From an optimization exercise on the open Yosys and OpenROAD flow, aimed at small area and a short achievable clock period; shortcuts taken in it are not production practice. RTL that was checked went through simulation tests only; none was proved equivalent to the original. Power figures rest on the tool's default switching activity, not on a simulated workload.

==> inputs of build 90 <==
==> flow/design.v (excerpt) <==
module sys_matmul_stream #(
  parameter int N      = 3,
  parameter int DW     = 8,
  parameter int ACC_W  = 2*DW + $clog2(N),
  parameter int SIGNED = 0
) (
  input  logic             CLK,
  input  logic             rst_n,
  input  logic             vld_in,
  output logic             rdy_in,
  input  logic [DW-1:0]    a,
  input  logic [DW-1:0]    b,
  input  logic             keep,
  output logic             vld_out,
  input  logic             rdy_out,
  output logic [ACC_W-1:0] c,
  output logic             last_out,
  output logic             busy,
  output logic [1:0]       dbg_state
);
clock: 8.0 ns
lec_check: 0
cap_margin: 20
core_margin: 2
core_utilization: 40
cts_buf_list: sky130_fd_sc_hd__clkbuf_8
cts_cluster_size: 30
setup_slack_margin: 5
slew_margin: 20
run.sh (not shown) runs the stock make flow with config.mk's settings and CLKGATE_MAP_FILE= SYNTH_SCRIPT=/design/flow/synth_recipe.tcl, a recipe that flattens the netlist after the stock synthesis.
==> inputs of build 80, as changes to build 90 <==
--- a/flow/design.v
+++ b/flow/design.v
@@ -18,12 +18,13 @@
   output logic             busy,
   output logic [1:0]       dbg_state
 );
   localparam logic [1:0] S_LOAD = 2'd0, S_MAC = 2'd1, S_DRAIN = 2'd2;
   localparam int UD = 0, UY = 1, UZ = 2;
   logic [1:0]       r_state;
+  logic             r_rdy;         
   logic [1:0]       r_i, r_j;
   logic             r_busy;
   logic             r_zero;        
   logic             r_clr;         
   logic             r_ph1;         
   logic             r_h1, r_h1i1;  
@@ -37,13 +38,13 @@
   logic [14:0]      r_ps [3];      
   logic [14:1]      r_pc [3];
   logic [ACC_W-1:0] r_c [3][3];
   logic w_in_hs, w_out_hs, w_mac, w_drain, w_ld;
   assign w_mac     = r_state[0];
   assign w_drain   = r_state[1];
-  assign rdy_in    = (r_state == S_LOAD);
+  assign rdy_in    = r_rdy;
   assign vld_out   = w_drain;
   assign last_out  = r_ld[9];
   assign c         = r_cout;
   assign busy      = r_busy;
   assign dbg_state = r_state;
   assign w_in_hs   = vld_in && rdy_in;
@@ -51,12 +52,13 @@
   assign w_ld      = (w_mac && (r_j == 2'd2)) || w_out_hs;
   logic w_clr_now;
   assign w_clr_now = ((r_i == 2'd0) && (r_j == 2'd0)) ? (!keep || r_zero) : r_clr;
   always_ff @(posedge CLK) begin
     if (!rst_n) begin
       r_state <= S_LOAD;
+      r_rdy   <= 1'b1;
       r_i     <= '0;
       r_j     <= '0;
       r_busy  <= 1'b0;
       r_zero  <= 1'b1;
       r_ph1   <= 1'b0;
       r_h1    <= 1'b0;
@@ -66,15 +68,16 @@
       r_wD    <= 3'b001;
       r_wYZ   <= 3'b001;
       r_ld    <= 10'd1;
       r_cout  <= '0;
     end else begin
       case (r_state)
-        S_LOAD:  if (w_in_hs && (r_i == 2'd2)) r_state <= S_MAC;
-        S_MAC:   r_state <= (r_j == 2'd2) ? S_DRAIN : S_LOAD;
-        default: if (w_out_hs && r_ld[9]) r_state <= S_LOAD;
+        S_LOAD:  if (w_in_hs && (r_i == 2'd2)) begin r_state <= S_MAC; r_rdy <= 1'b0; end
+        S_MAC:   if (r_j == 2'd2) r_state <= S_DRAIN;
+                 else begin r_state <= S_LOAD; r_rdy <= 1'b1; end
+        default: if (w_out_hs && r_ld[9]) begin r_state <= S_LOAD; r_rdy <= 1'b1; end
       endcase
       r_ph1  <= w_mac;
       r_h1   <= w_in_hs;
       r_h1i1 <= w_in_hs && (r_i == 2'd1);
       r_enD  <= r_h1;
       r_enYZ <= r_h1i1 || w_mac || r_ph1;
- CTS_BUF_LIST: sky130_fd_sc_hd__clkbuf_8 -> not set
- CTS_CLUSTER_DIAMETER: not set -> 250
- CTS_CLUSTER_SIZE: 30 -> 22
==> impl_metrics.toml <==
[outcome]
status = "finished clean"

[yosys]
synthTopCellsByArea = "edfxtp_1, fa_1, dfxtp_1"
synth_compound_area_share_pct = 7.60

[pwr]
seqPwrFrac_pct = 38.2

[routing]
initialDrtViolationCount = 1083

[critical_path]
path_max_fanout = 3
cp_slowest_cell = "dfxtp_4"
The numbers above come from build 90.

==> impl_metrics.toml <==
[outcome]
status = "finished clean"

[critical_path]
cp_slowest_cell = "fa_1"

[yosys]
synthTopCellsByArea = "edfxtp_1, fa_1, dfxtp_1"
synth_compound_area_share_pct = 7.29

[routing]
initialDrtViolationCount = 1077
The numbers above come from build 80.

Function was not checked in any run of this note: the RTL went through the layout flow alone.

==> onyx: inputs <==
sys_matmul_stream, a different RTL version from the one above (not shown whole).
export LEC_CHECK = 0
export CAP_MARGIN = 20
export CORE_MARGIN = 2
export CORE_UTILIZATION = 40
export SETUP_SLACK_MARGIN = 5
export SLEW_MARGIN = 20
create_clock -name core_clock -period 8.0 [get_ports {CLK}]
==> ember (differences from onyx) <==
--- a/flow/design.v
+++ b/flow/design.v
@@ -29,12 +29,13 @@
   logic             r_h1, r_h1i1;  
   logic             r_enD, r_enYZ, r_clrD, r_clrYZ, r_cD1, r_cY1;
   logic [2:0]       r_wD, r_wYZ;   
   logic [9:0]       r_ld;          
   logic [ACC_W-1:0] r_cout;
-  logic [DW-1:0]    r_a [3];       
-  logic [DW-1:0]    r_b [3];
+  logic [DW-1:0]    r_a [2];       
+  logic [DW-1:0]    r_b [2];
+  logic [DW-1:0]    r_az, r_by;
   logic [14:0]      r_ps [3];      
   logic [14:1]      r_pc [3];
   logic [ACC_W-1:0] r_c [3][3];
   logic w_in_hs, w_out_hs, w_mac, w_drain, w_ld;
   assign w_mac     = r_state[0];
@@ -97,20 +98,27 @@
     r_cD1   <= w_in_hs && (r_j == 2'd0) && w_clr_now;
     r_clrD  <= r_cD1;
     r_cY1   <= w_in_hs && (r_i == 2'd1) && (r_j == 2'd0) && r_clr;
     r_clrYZ <= r_cY1 || (r_clr && ((w_mac && (r_j == 2'd0)) || (r_ph1 && (r_j == 2'd1))));
     if (w_in_hs) begin
-      r_a[0] <= a;      r_a[1] <= r_a[0]; r_a[2] <= r_a[1];
-      r_b[0] <= b;      r_b[1] <= r_b[0]; r_b[2] <= r_b[1];
+      r_a[0] <= a;      r_a[1] <= r_a[0];
+      r_b[0] <= b;      r_b[1] <= r_b[0];
+    end
+    if (w_in_hs && (r_i == 2'd0)) begin
+      r_az <= a;
+      r_by <= b;
+    end else if (w_mac) begin
+      r_az <= r_a[1];
+      r_by <= r_b[1];
     end
   end
   logic [2:0] w_ks [3];    
   logic [2:0] w_ps [3];    
   logic [ACC_W-1:0] w_cnext;
   always_comb begin
     w_ks[UD] = {r_ld[8], r_ld[4], r_ld[0]};
-    w_ks[UY] = {r_ld[6], r_ld[7], r_ld[3]};
+    w_ks[UY] = {r_ld[7], r_ld[6], r_ld[3]};
     w_ks[UZ] = {r_ld[5], r_ld[2], r_ld[1]};
     for (int u = 0; u < 3; u++) begin
       logic [2:0] w;
       w = (u == UD) ? r_wD : r_wYZ;
       for (int p = 0; p < 3; p++)
@@ -119,17 +127,14 @@
     w_cnext = '0;
     for (int u = 0; u < 3; u++)
       for (int p = 0; p < 3; p++)
         w_cnext = w_cnext | (r_c[u][p] & {ACC_W{w_ps[u][p]}});
   end
-  logic [DW-1:0] w_bY, w_aZ;
-  assign w_bY = r_ph1 ? r_b[2] : r_b[1];
-  assign w_aZ = w_mac ? r_a[2] : r_a[1];
   logic [15:0] w_ms [3], w_mc [3];
   mul8cs u_mD (.x(r_a[0]), .y(r_b[0]), .s(w_ms[UD]), .c(w_mc[UD]));
-  mul8cs u_mY (.x(r_a[0]), .y(w_bY),   .s(w_ms[UY]), .c(w_mc[UY]));
-  mul8cs u_mZ (.x(w_aZ),   .y(r_b[0]), .s(w_ms[UZ]), .c(w_mc[UZ]));
+  mul8cs u_mY (.x(r_a[0]), .y(r_by),   .s(w_ms[UY]), .c(w_mc[UY]));
+  mul8cs u_mZ (.x(r_az),   .y(r_b[0]), .s(w_ms[UZ]), .c(w_mc[UZ]));
   always_ff @(posedge CLK) begin
     for (int u = 0; u < 3; u++) begin
       r_ps[u] <= w_ms[u][14:0];
       r_pc[u] <= w_mc[u][14:1];
     end
- CORE_UTILIZATION: 40 -> 60
- CTS_BUF_LIST: not set -> sky130_fd_sc_hd__clkbuf_4 sky130_fd_sc_hd__clkbuf_8
- CTS_CLUSTER_SIZE: not set -> 20
==> impl_metrics.json <==
{
  "status": "timing/DRC/antenna clean",
  "powerDensity_mw_per_mm2": 288.8,
  "ctsResizeCount": 100,
  "instances_no_fill": 2350,
  "syn_area_sq_mm": 0.01839,
  "clock_buffers": 59,
  "via_per_inst": 5.190,
  "arrival_ns": 3.68
}
[end of results for onyx]
==> impl_metrics.json <==
{
  "powerDensity_mw_per_mm2": 308.2,
  "p_int_w": 0.004345,
  "via_per_inst": 5.682,
  "critPathCapture": "r_c[5][17]",
  "ctsResizeCount": 89,
  "swShare_pct": 35.03,
  "hold_path_end": "r_clrD",
  "met3_length_mm": 3.422,
  "drv_slew": 0,
  "htree_num_levels": 2,
  "instances_no_fill": 2174,
  "syn_area_sq_mm": 0.01842,
  "clock_buffers": 79,
  "status": "timing/DRC/antenna clean"
}
[end of results for ember]
For onyx, only the layout was checked, not whether the RTL still works.

==> 10-11 <==
Starting RTL as in the previous note.
clock: 8.0 ns
lec_check: 0
cap_margin: 20
core_margin: 2
core_utilization: 40
slew_margin: 20
==> 03-06: changes against 10-11 <==
--- a/flow/design.v
+++ b/flow/design.v
@@ -18,31 +18,33 @@
   output logic             busy,
   output logic [1:0]       dbg_state
 );
   localparam logic [1:0] S_LOAD = 2'd0, S_MAC = 2'd1, S_DRAIN = 2'd2;
   localparam int UD = 0, UY = 1, UZ = 2;
   logic [1:0]       r_state;
+  logic             r_rdy;         
   logic [1:0]       r_i, r_j;
   logic             r_busy;
   logic             r_zero;        
   logic             r_clr;         
   logic             r_ph1;         
   logic             r_h1, r_h1i1;  
-  logic             r_enD, r_enYZ, r_clrD, r_clrYZ, r_cD1, r_cY1;
+  logic             r_enD, r_enYZ, r_clrD, r_clrYZ, r_cD1, r_cY1, r_pzD;
   logic [2:0]       r_wD, r_wYZ;   
   logic [9:0]       r_ld;          
   logic [ACC_W-1:0] r_cout;
-  logic [DW-1:0]    r_a [3];       
-  logic [DW-1:0]    r_b [3];
+  logic [DW-1:0]    r_a [2];       
+  logic [DW-1:0]    r_b [2];
+  logic [DW-1:0]    r_az, r_by;
   logic [14:0]      r_ps [3];      
   logic [14:1]      r_pc [3];
   logic [ACC_W-1:0] r_c [3][3];
   logic w_in_hs, w_out_hs, w_mac, w_drain, w_ld;
   assign w_mac     = r_state[0];
   assign w_drain   = r_state[1];
-  assign rdy_in    = (r_state == S_LOAD);
+  assign rdy_in    = r_rdy;
   assign vld_out   = w_drain;
   assign last_out  = r_ld[9];
   assign c         = r_cout;
   assign busy      = r_busy;
   assign dbg_state = r_state;
   assign w_in_hs   = vld_in && rdy_in;
@@ -50,30 +52,31 @@
   assign w_ld      = (w_mac && (r_j == 2'd2)) || w_out_hs;
   logic w_clr_now;
   assign w_clr_now = ((r_i == 2'd0) && (r_j == 2'd0)) ? (!keep || r_zero) : r_clr;
   always_ff @(posedge CLK) begin
     if (!rst_n) begin
       r_state <= S_LOAD;
+      r_rdy   <= 1'b1;
       r_i     <= '0;
       r_j     <= '0;
       r_busy  <= 1'b0;
       r_zero  <= 1'b1;
       r_ph1   <= 1'b0;
       r_h1    <= 1'b0;
       r_h1i1  <= 1'b0;
       r_enD   <= 1'b0;
       r_enYZ  <= 1'b0;
       r_wD    <= 3'b001;
       r_wYZ   <= 3'b001;
       r_ld    <= 10'd1;
-      r_cout  <= '0;
     end else begin
       case (r_state)
-        S_LOAD:  if (w_in_hs && (r_i == 2'd2)) r_state <= S_MAC;
-        S_MAC:   r_state <= (r_j == 2'd2) ? S_DRAIN : S_LOAD;
-        default: if (w_out_hs && r_ld[9]) r_state <= S_LOAD;
+        S_LOAD:  if (w_in_hs && (r_i == 2'd2)) begin r_state <= S_MAC; r_rdy <= 1'b0; end
+        S_MAC:   if (r_j == 2'd2) r_state <= S_DRAIN;
+                 else begin r_state <= S_LOAD; r_rdy <= 1'b1; end
+        default: if (w_out_hs && r_ld[9]) begin r_state <= S_LOAD; r_rdy <= 1'b1; end
       endcase
       r_ph1  <= w_mac;
       r_h1   <= w_in_hs;
       r_h1i1 <= w_in_hs && (r_i == 2'd1);
       r_enD  <= r_h1;
       r_enYZ <= r_h1i1 || w_mac || r_ph1;
@@ -85,71 +88,82 @@
         if ((r_i == 2'd0) && (r_j == 2'd0)) r_zero <= 1'b0;
       end
       if (w_mac) r_j <= (r_j == 2'd2) ? 2'd0 : r_j + 2'd1;
       if (w_out_hs && r_ld[9]) r_busy <= 1'b0;
       if (w_ld) begin
         r_ld   <= {r_ld[8:0], r_ld[9]};
-        r_cout <= w_cnext;
       end
     end
   end
   always_ff @(posedge CLK) begin
     if (w_in_hs && (r_i == 2'd0) && (r_j == 2'd0)) r_clr <= !keep || r_zero;
     r_cD1   <= w_in_hs && (r_j == 2'd0) && w_clr_now;
+    r_pzD   <= w_in_hs && (r_i == 2'd0) && (r_j == 2'd0) && w_clr_now;
     r_clrD  <= r_cD1;
     r_cY1   <= w_in_hs && (r_i == 2'd1) && (r_j == 2'd0) && r_clr;
     r_clrYZ <= r_cY1 || (r_clr && ((w_mac && (r_j == 2'd0)) || (r_ph1 && (r_j == 2'd1))));
     if (w_in_hs) begin
-      r_a[0] <= a;      r_a[1] <= r_a[0]; r_a[2] <= r_a[1];
-      r_b[0] <= b;      r_b[1] <= r_b[0]; r_b[2] <= r_b[1];
+      r_a[0] <= a;      r_a[1] <= r_a[0];
+      r_b[0] <= b;      r_b[1] <= r_b[0];
+    end
+    if (w_in_hs && (r_i == 2'd0)) begin
+      r_az <= a;
+      r_by <= b;
+    end else if (w_mac) begin
+      r_az <= r_a[1];
+      r_by <= r_b[1];
     end
   end
+  always_ff @(posedge CLK)
+    if (!rst_n || w_ld) r_cout <= w_cnext & {ACC_W{rst_n}};
   logic [2:0] w_ks [3];    
   logic [2:0] w_ps [3];    
   logic [ACC_W-1:0] w_cnext;
   always_comb begin
     w_ks[UD] = {r_ld[8], r_ld[4], r_ld[0]};
-    w_ks[UY] = {r_ld[6], r_ld[7], r_ld[3]};
+    w_ks[UY] = {r_ld[7], r_ld[6], r_ld[3]};
     w_ks[UZ] = {r_ld[5], r_ld[2], r_ld[1]};
     for (int u = 0; u < 3; u++) begin
       logic [2:0] w;
       w = (u == UD) ? r_wD : r_wYZ;
       for (int p = 0; p < 3; p++)
         w_ps[u][p] = (w[0] & w_ks[u][p]) | (w[1] & w_ks[u][(p+1)%3]) | (w[2] & w_ks[u][(p+2)%3]);
     end
     w_cnext = '0;
     for (int u = 0; u < 3; u++)
       for (int p = 0; p < 3; p++)
         w_cnext = w_cnext | (r_c[u][p] & {ACC_W{w_ps[u][p]}});
   end
-  logic [DW-1:0] w_bY, w_aZ;
-  assign w_bY = r_ph1 ? r_b[2] : r_b[1];
-  assign w_aZ = w_mac ? r_a[2] : r_a[1];
   logic [15:0] w_ms [3], w_mc [3];
   mul8cs u_mD (.x(r_a[0]), .y(r_b[0]), .s(w_ms[UD]), .c(w_mc[UD]));
-  mul8cs u_mY (.x(r_a[0]), .y(w_bY),   .s(w_ms[UY]), .c(w_mc[UY]));
-  mul8cs u_mZ (.x(w_aZ),   .y(r_b[0]), .s(w_ms[UZ]), .c(w_mc[UZ]));
+  mul8cs u_mY (.x(r_a[0]), .y(r_by),   .s(w_ms[UY]), .c(w_mc[UY]));
+  mul8cs u_mZ (.x(r_az),   .y(r_b[0]), .s(w_ms[UZ]), .c(w_mc[UZ]));
   always_ff @(posedge CLK) begin
     for (int u = 0; u < 3; u++) begin
       r_ps[u] <= w_ms[u][14:0];
       r_pc[u] <= w_mc[u][14:1];
     end
   end
-  logic w_en [3], w_cl [3];
+  logic w_en [3], w_rz [3], w_pz [3];
   assign w_en[UD] = r_enD;
   assign w_en[UY] = r_enYZ;
   assign w_en[UZ] = r_enYZ;
-  assign w_cl[UD] = r_clrD;
-  assign w_cl[UY] = r_clrYZ;
-  assign w_cl[UZ] = r_clrYZ;
+  assign w_rz[UD] = r_clrD && !r_wD[2];
+  assign w_rz[UY] = r_clrYZ && !r_wYZ[2];
+  assign w_rz[UZ] = w_rz[UY];
+  assign w_pz[UD] = r_pzD;
+  assign w_pz[UY] = r_cY1;
+  assign w_pz[UZ] = r_cY1;
   always_ff @(posedge CLK) begin
     for (int u = 0; u < 3; u++)
       if (w_en[u]) begin
-        r_c[u][0] <= r_c[u][1];
+        r_c[u][0] <= w_rz[u] ? '0 : r_c[u][1];
         r_c[u][1] <= r_c[u][2];
-        r_c[u][2] <= (w_cl[u] ? '0 : r_c[u][0]) + ACC_W'(r_ps[u]) + ACC_W'({r_pc[u], 1'b0});
+        r_c[u][2] <= r_c[u][0] + ACC_W'(r_ps[u]) + ACC_W'({r_pc[u], 1'b0});
+      end else if (w_pz[u]) begin
+        r_c[u][0] <= '0;
       end
   end
 endmodule
 module mul8cs (input logic [7:0] x, input logic [7:0] y, output logic [15:0] s, output logic [15:0] c);
   wire pp0_0 = x[0] & y[0];
   wire pp0_1 = x[0] & y[1];
- CTS_CLUSTER_DIAMETER: unset -> 250
- CTS_CLUSTER_SIZE: unset -> 28
- SETUP_SLACK_MARGIN: unset -> 5
==> comparison table <==
	10-11	03-06
Met2 wire length	20,040 um	19,320 um
Routability congestion estimate from global placement	0.8661	0.8321
Met2 demand-to-capacity share in global routing	0.3002	0.2882
Met3 wirelength from detailed routing	3463 um	2847 um
Met1 usage in global routing	0.2705	0.2736
Crit path to	rdy_in	r_ps[2][9]
DRT met1 WL	20,540 um	20,210 um
Area fraction in compound gates after synthesis	0.06682	0.09277
Clock-net power	1.74 mW	0.984 mW
Largest net degree at the start of global routing	67	71
Area fraction of the dominant cell type after synthesis	0.3446	0.3771
Design Power	5.950 mW	5.709 mW
Status	timing/DRC/antenna clean	timing/DRC/antenna clean
Global-route wire length before repair	70,390 um	66,780 um
Only the layout flow was run in 10-11; the RTL was not checked for function there.

-- re-timing with driven ports --
No port has a modelled driver above. Below, the same layouts with a new extraction and two added sets of constraints.
Step 1 (the two cells are an assumption about what drives the block):
set clk [get_ports {CLK}]
set_driving_cell -lib_cell sky130_fd_sc_hd__clkbuf_16 $clk
set_driving_cell -lib_cell sky130_fd_sc_hd__buf_2 [delete_from_list [all_inputs] $clk]
Step 2 also shifts input and output timing later by t, the mid clock arrival at the registers, as if the neighbouring blocks saw the same clock.
a / b / c = ideal / step 1 / step 2; a / b = the first two.
run | t (ns) | slack for setup (ns) | hold slack, ns | worst setup path after step 2 | worst slew at a driven data input, ns
build 90 | 0.686 | 4.909 / 4.857 / 4.449 | 0.327 / 0.327 / 0.327 | input to register | 0.06
build 80 | 0.583 | 4.906 / 4.906 / 4.427 | 0.335 / 0.335 / 0.335 | input to register | 0.05
onyx | 0.600 | 4.737 / 4.737 / 4.411 | 0.434 / 0.434 / 0.434 | input to register | 0.03
ember | 0.657 | 4.843 / 4.843 / 4.435 | 0.351 / 0.351 / 0.351 | input to register | 0.05
10-11 | 0.600 | 4.094 / 4.038 / 4.198 | 0.340 / 0.340 / 0.340 | input to register | 0.04
03-06 | 0.577 | 5.094 / 5.048 / 4.586 | 0.341 / 0.341 / 0.341 | input to register | 0.08
After both steps every run listed still meets setup and hold. For 03-06, which loses most, drivers alone change the setup slack by -0.046 ns; drivers and shift together by -0.508 ns.
